Context: an optimization exercise on an open-source flow, tuned for small area. The choices shown serve that exercise and are no tape-out recipe.
Function was checked by simulation only, so behaviour that the tests miss may differ from the original.

old:
Design lsb_unit, start of the top module:
module lsb_unit (
    input  logic         in_clk,
    input  logic         in_rst,
    input  logic         in_rdy,
    input  logic         in_flush,
    input  logic         in_alloc,
    input  logic [111:0] in_alloc_op,
    output logic         full,
    input  logic [36:0]  in_alu_bcast,
    input  logic         in_rob_store_ok,
    output logic         store_done,
    output logic [34:0]  load_req,
    input  logic         in_load_req_ok,
    input  logic         in_load_data_valid,
    input  logic [31:0]  in_load_data,
    output logic [66:0]  store_req,
    input  logic         in_store_req_ok,
    output logic [36:0]  cdb
);
    lsb_top lsb_top_inst (.*);
endmodule
clock: 6.0 ns
lec_check: 0
cap_margin: 20
core_margin: 2
core_utilization: 40
cts_buf_list: sky130_fd_sc_hd__clkbuf_8
cts_cluster_diameter: 80
cts_cluster_size: 14
slew_margin: 20
standard.sh (not shown) runs the stock make flow with config.mk's settings and CLKGATE_MAP_FILE= SYNTH_SCRIPT=/design/flow/synth_recipe.tcl, a recipe that flattens the netlist after the stock synthesis.
==> flow/flow/run.sh <==
#!/bin/bash
# The standard layout, with buf_2 cells as the port buffers (every port still gets one).
# make's full output, which holds every tool's output, goes to flow_make.log here;
# ORFS also keeps a log per step under orfs/logs/.
set -euo pipefail
bash standard.sh "BUFFER_PORTS_ARGS=-buffer_cell sky130_fd_sc_hd__buf_2" finish > flow_make.log 2>&1
For new, these inputs were changed with respect to old:
--- a/flow/design.v
+++ b/flow/design.v
@@ -197,16 +197,16 @@
         end
     end
     always_ff @(posedge in_clk) begin
         if (in_rdy && load_take) begin
             cdb_tag <= take_dest;
             last_op <= take_op;
         end
-        if (in_rdy && in_load_data_valid) begin
-            cdb_data <= ext_data;
+        if (in_rdy) begin
+            cdb_data <= ext_data;    
         end
     end
 endmodule
 module lsb_top (
     input  logic         in_clk,
     input  logic         in_rst,
     input  logic         in_rdy,
@@ -247,16 +247,16 @@
     logic [31:0] cdb_data;
     logic        a_wj, a_wk, n_st;
     logic        a_jalu, a_jcdb, a_kalu, a_kcdb;
     logic [31:0] a_j, a_k;
     assign n_st   = lsb_pkg::is_store3(n_op);
     assign a_wj   = n_qj != '0;
     assign a_wk   = n_st && n_qk != '0;
-    assign a_j    = a_wj ? {28'd0, n_qj} : n_vj;
-    assign a_k    = !n_st ? {28'd0, n_dest} : a_wk ? {28'd0, n_qk} : n_vk;
+    assign a_j    = {n_vj[31:4], a_wj ? n_qj : n_vj[3:0]};
+    assign a_k    = {n_vk[31:4], !n_st ? n_dest : a_wk ? n_qk : n_vk[3:0]};
     assign a_jalu = a_wj && alu_v && n_qj == alu_tag;
     assign a_jcdb = a_wj && cdb_v && n_qj == cdb_tag;
     assign a_kalu = a_wk && alu_v && n_qk == alu_tag;
     assign a_kcdb = a_wk && cdb_v && n_qk == cdb_tag;
     logic [15:0] head, tail;
     logic       head_valid, pop, load_go, store_go, store_wait, load_pending;
     logic       store_req_v, load_req_v;
@@ -340,21 +340,18 @@
         .load_go         (load_go),
         .store_go        (store_go),
         .store_wait      (store_wait),
         .store_done      (store_done),
         .store_req_v     (store_req_v),
         .load_req_v      (load_req_v)
     );
-    logic [31:0] h_addr, r_addr;
-    logic        addr_we;
-    assign h_addr  = h_j + h_imm;
-    assign addr_we = in_rdy && (load_go || (store_go && !store_wait));
+    logic [31:0] r_addr;
     always_ff @(posedge in_clk) begin
-        if (addr_we) begin
-            r_addr  <= h_addr;
+        if (in_rdy) begin
+            r_addr <= h_j + h_imm;
         end
     end
     logic [2:0] last_op;
     assign load_req  = {load_req_v, r_addr, lsb_pkg::style3(last_op)};
     assign store_req = {store_req_v, r_addr, lsb_pkg::style3(h_op), h_k};
     lsb_load_return u_ret (
         .in_clk             (in_clk),
Findings:
- From old to new, total of cells resized after clock tree synthesis did not move at all.
- Compared with old, new shows a higher achievable clock frequency.
- Compared with old, new shows clock buffer count that has gone up by a few percent.
- Taking old as the reference, in new number of buffers outside the clock class in the layout moved down; routed wire length grew by about 1.1%.
- Re cell area after layout: new is 370 um2 down on old.

## re-timing with driven ports
The results above use ideal ports. As a check the final layouts listed here were re-extracted and re-timed, cells and wires unchanged.
Step 1: set_driving_cell puts a clkbuf_16 on in_clk and a buf_2 on each other input, an assumption about the parent block.
Step 2 moves the port delays by t, midway between the first and last clock arrival at a register: inputs arrive t later, outputs are due t later. That takes back most of the time a late clock gives input paths.
a / b / c = ideal ports / drivers / drivers and shift; a / b = the first two.
run | shift t [ns] | slack for setup (ns) | hold slack, ns | pins driven straight from the clock port
old | 1.087 | 0.535 / 0.430 / 0.666 | 0.347 / 0.262 / 0.461 | 1
new | 1.071 | 0.620 / 0.521 / 1.013 | 0.393 / 0.317 / 0.477 | 1
After both steps setup and hold are still met in every run listed.
